Background: an optimization exercise with open tools, aiming at small area, a short achievable clock period and few clock cycles per item. Do not read the settings as production practice. The RTL was checked by simulation tests, not by an equivalence proof against the original design.

// multi_dataflow_core
module multi_dataflow_core (
  input  logic        ap_clk,
  input  logic        ap_rst,
  input  logic [31:0] in0_data,
  output logic        in0_full_n,
  input  logic        in0_write,
  input  logic [31:0] in1_data,
  output logic        in1_full_n,
  input  logic        in1_write,
  output logic [31:0] out0_data,
  input  logic        out0_full_n,
  output logic        out0_write,
  output logic [31:0] out1_data,
  input  logic        out1_full_n,
  output logic        out1_write,
  input  logic [7:0]  ID
);
  localparam int NS1 = 120;
  logic        hv_a, sv_a, hv_b, sv_b;
  logic        s1v, o0v, o1v;
  logic        id1_q, idok_q;
  logic        push_a, push_b, fire, adv0, s1_rdy, o1_rdy;
  logic [31:0] ha, hb, sa, sb;
  logic        fn_a, fn_b;    
  assign in0_full_n = fn_a;
  assign in1_full_n = fn_b;
  assign push_a = in0_write & ~sv_a;
  assign push_b = in1_write & ~sv_b;
  assign adv0   = ~o0v | out0_full_n;
  assign s1_rdy = ~s1v | adv0;
  assign o1_rdy = ~o1v | out1_full_n;
  assign fire   = hv_a & hv_b & idok_q & s1_rdy & o1_rdy;
  always_ff @(posedge ap_clk or negedge ap_rst) begin
    if (!ap_rst) begin
      hv_a   <= 1'b0;
      sv_a   <= 1'b0;
      hv_b   <= 1'b0;
      sv_b   <= 1'b0;
      s1v    <= 1'b0;
      o0v    <= 1'b0;
      o1v    <= 1'b0;
      idok_q <= 1'b0;
      fn_a   <= 1'b1;
      fn_b   <= 1'b1;
    end else begin
      hv_a   <= (hv_a & ~fire) | sv_a | push_a;
      sv_a   <= hv_a & ~fire & (sv_a | push_a);
      hv_b   <= (hv_b & ~fire) | sv_b | push_b;
      sv_b   <= hv_b & ~fire & (sv_b | push_b);
      fn_a   <= ~(hv_a & ~fire & (sv_a | push_a));
      fn_b   <= ~(hv_b & ~fire & (sv_b | push_b));
      if (s1_rdy) s1v <= fire;
      if (adv0)   o0v <= s1v;
      if (o1_rdy) o1v <= fire;
      idok_q <= (ID == 8'd1) || (ID == 8'd2);
    end
  end
  logic        id1_d, ld_b;
  logic [31:0] hb_nxt;
  assign id1_d  = (ID == 8'd1);
  assign ld_b   = ~hv_b | fire;
  assign hb_nxt = ld_b ? (sv_b ? sb : in1_data) : hb;
  ...
Size: about 2900 cells after synthesis, roughly 370 flip-flops, roughly 26000 um^2 of cells after synthesis.
clock: 8.5 ns
lec_check: 0
abc_area: 1
cap_margin: 20
core_margin: 2
core_utilization: 40
cts_cluster_diameter: 100
cts_cluster_size: 24
setup_slack_margin: 5
slew_margin: 20
synth_hierarchical: 1
standard.sh (not shown) runs the stock make flow with config.mk's settings and CLKGATE_MAP_FILE= SYNTH_SCRIPT=/design/flow/synth_recipe.tcl, a recipe that flattens the netlist after the stock synthesis.
==> flow/flow/run.sh <==
#!/bin/bash
# The standard layout, with plain buffers (buf_4) rather than the default delay-cell
# buffers on the ports. Make's full output goes to standard_flow.log in the work folder.
set -euo pipefail
bash standard.sh "BUFFER_PORTS_ARGS=-buffer_cell sky130_fd_sc_hd__buf_4" finish > standard_flow.log 2>&1
Testbench counts at the start, summed over its fixed seeds: cycles 8,288, items 8,192.
==> next run, changes <==
==> flow/flow/run.sh (replaced) <==
#!/bin/bash
# The standard layout, with plain buffers (buf_4) rather than the default delay-cell
# buffers on the ports, and timing repair aimed at 5.3 ns of setup slack. Make's full output
# goes to standard_flow.log in the work folder.
set -euo pipefail
bash standard.sh "BUFFER_PORTS_ARGS=-buffer_cell sky130_fd_sc_hd__buf_4" SETUP_SLACK_MARGIN=5.3 finish > standard_flow.log 2>&1
--- a/flow/config.mk
+++ b/flow/config.mk
@@ -14 +13,0 @@
-export SETUP_SLACK_MARGIN = 5
Register-to-register slack hardly moves.
Utilization is higher by 1.6 points.
Die area does not change.
Global-route usage is higher by 0.89 points.
Setup slack is better by 0.0063 ns.
Synthesized cell count is unchanged.
Routed wire length is higher by a few percent.
==> next run, changes <==
==> flow/flow/run.sh (replaced) <==
#!/bin/bash
# The standard layout, with plain buffers (buf_4) rather than the default delay-cell
# buffers on the ports. Make's full output goes to standard_flow.log in the work folder.
set -euo pipefail
bash standard.sh "BUFFER_PORTS_ARGS=-buffer_cell sky130_fd_sc_hd__buf_4" finish > standard_flow.log 2>&1
--- a/flow/config.mk
+++ b/flow/config.mk
@@ -12,2 +12 @@
-export CTS_CLUSTER_DIAMETER = 100
-export CTS_CLUSTER_SIZE = 24
+export SETUP_SLACK_MARGIN = 5
After rerunning: Die area stays the same. Global-route usage shrinks by 0.50 points. Hold slack got worse by 0.048 ns. Area after synthesis is unchanged. Clock-buffer cell count grows by 29. Via count shrinks by about 2%. Worst setup slack improved by 0.032 ns. Wire length shrinks by 2.1%.

========
## job 9704
multi_dataflow_core, a different RTL version from the one above (not shown whole).
Size: about 2300 cells after synthesis, about 370 flip-flops, about 150 I/O pins, about 24000 um^2 of cells after synthesis.
export LEC_CHECK = 0
export ABC_AREA = 1
export CAP_MARGIN = 20
export CORE_MARGIN = 2
export CORE_UTILIZATION = 40
export CTS_CLUSTER_DIAMETER = 100
export CTS_CLUSTER_SIZE = 24
export SLEW_MARGIN = 20
export SYNTH_HIERARCHICAL = 1
create_clock -name core_clock -period 8.5 [get_ports {ap_clk}]
==> flow/flow/run.sh <==
#!/bin/bash
# The standard layout, with the smallest plain buffers (buf_1) rather than the default delay-cell
# buffers on the ports, and timing repair aimed at 5.25 ns of setup slack. Make's full output
# goes to standard_flow.log in the work folder.
set -euo pipefail
bash standard.sh "BUFFER_PORTS_ARGS=-buffer_cell sky130_fd_sc_hd__buf_1" SETUP_SLACK_MARGIN=5.25 finish > standard_flow.log 2>&1
Testbench counts of job 9704, summed over its fixed seeds: cycles 8,288, items 8,192.
### job 9704 -> job 3187
- changing CORE_UTILIZATION from 40 to 50
==> flow/flow/run.sh <==
#!/bin/bash
# The standard layout, with the smallest plain buffers (buf_1) rather than the default delay-cell
# buffers on the ports, and timing repair aimed at 5.2 ns of setup slack. Make's full output
# goes to standard_flow.log in the work folder.
set -euo pipefail
bash standard.sh "BUFFER_PORTS_ARGS=-buffer_cell sky130_fd_sc_hd__buf_1" SETUP_SLACK_MARGIN=5.2 finish > standard_flow.log 2>&1
Findings:
Max routed wire length across job 3187 and job 9704: job 9704. Total routed wire length on the met1 layer of job 3187 is on par with job 9704. Job 3187 reached the end of the flow, and the finished layout is clean on the timing, DRC and antenna checks. [job 3187 vs job 9704] period utilization: higher in job 3187. Job 3187 vs job 9704, critical path capture point: s1_q[117]$_DFFE_PN_ vs s1_q[109]$_DFFE_PN_. For the peak clock frequency supported by timing, job 3187 came in 2.9 MHz lower than job 9704 did. Lower met2 layer usage reported by global route was reported by job 9704, not job 3187. Against job 9704, job 3187 comes in 1 lower on number of cells on the critical path.
The inputs of job 2560 differ from those of job 3187 as listed below.
- a change of CORE_UTILIZATION from 50 to 40
==> flow/flow/run.sh <==
#!/bin/bash
# The standard layout, with the smallest plain buffers (buf_1) rather than the default delay-cell
# buffers on the ports, and timing repair aimed at 5.1 ns of setup slack. Make's full output
# goes to standard_flow.log in the work folder.
set -euo pipefail
bash standard.sh "BUFFER_PORTS_ARGS=-buffer_cell sky130_fd_sc_hd__buf_1" SETUP_SLACK_MARGIN=5.1 finish > standard_flow.log 2>&1
## What came out
Job 3187 reports its cell type of the slowest stage on the worst timing path as sky130_fd_sc_hd__fa_1 while job 2560 reports sky130_fd_sc_hd__fa_2. The overall die width reported for job 2560 is greater than that of job 3187 by 12%. Taking job 3187 as the reference, in job 2560 final critical-path setup slack went down 0.091 ns, post-route standard cell area excluding fillers went up 100 um^2.

## separate check: timing with driven ports
No port has a modelled driver above. Below, the same layouts with a new extraction and two added sets of constraints.
Step 1: set_driving_cell puts a clkbuf_16 on ap_clk and a buf_2 on each other input, an assumption about the parent block.
Step 2 adds t to the input delays and takes it off the output delays; t is the mean of the earliest and latest rising clock arrival at the registers after step 1. Input paths then give back, and output paths get back, about the clock's delay inside the block.
Slacks: ideal ports / drivers / drivers and shift; pairs: ideal ports / drivers.
run	shift t [ns]	slack for setup (ns)	slew at the worst register clock pin (ns)	cell pins on the clock port's net
the first run of note 1	0.617	5.007 / 5.007 / 4.609	0.10 / 0.10	1
the second run of note 1	0.641	5.014 / 5.014 / 4.898	0.11 / 0.11	1
the third run of note 1	0.633	5.045 / 5.045 / 4.599	0.06 / 0.06	1
job 9704	0.621	5.136 / 5.136 / 4.918	0.10 / 0.10	1
job 3187	0.617	5.102 / 5.102 / 4.859	0.10 / 0.10	1
job 2560	0.617	5.012 / 5.012 / 4.782	0.10 / 0.10	1
After both steps setup and hold are still met in every run listed. For the third run of note 1, which loses most, drivers alone change the setup slack by 0.000 ns; drivers and shift together by -0.446 ns.
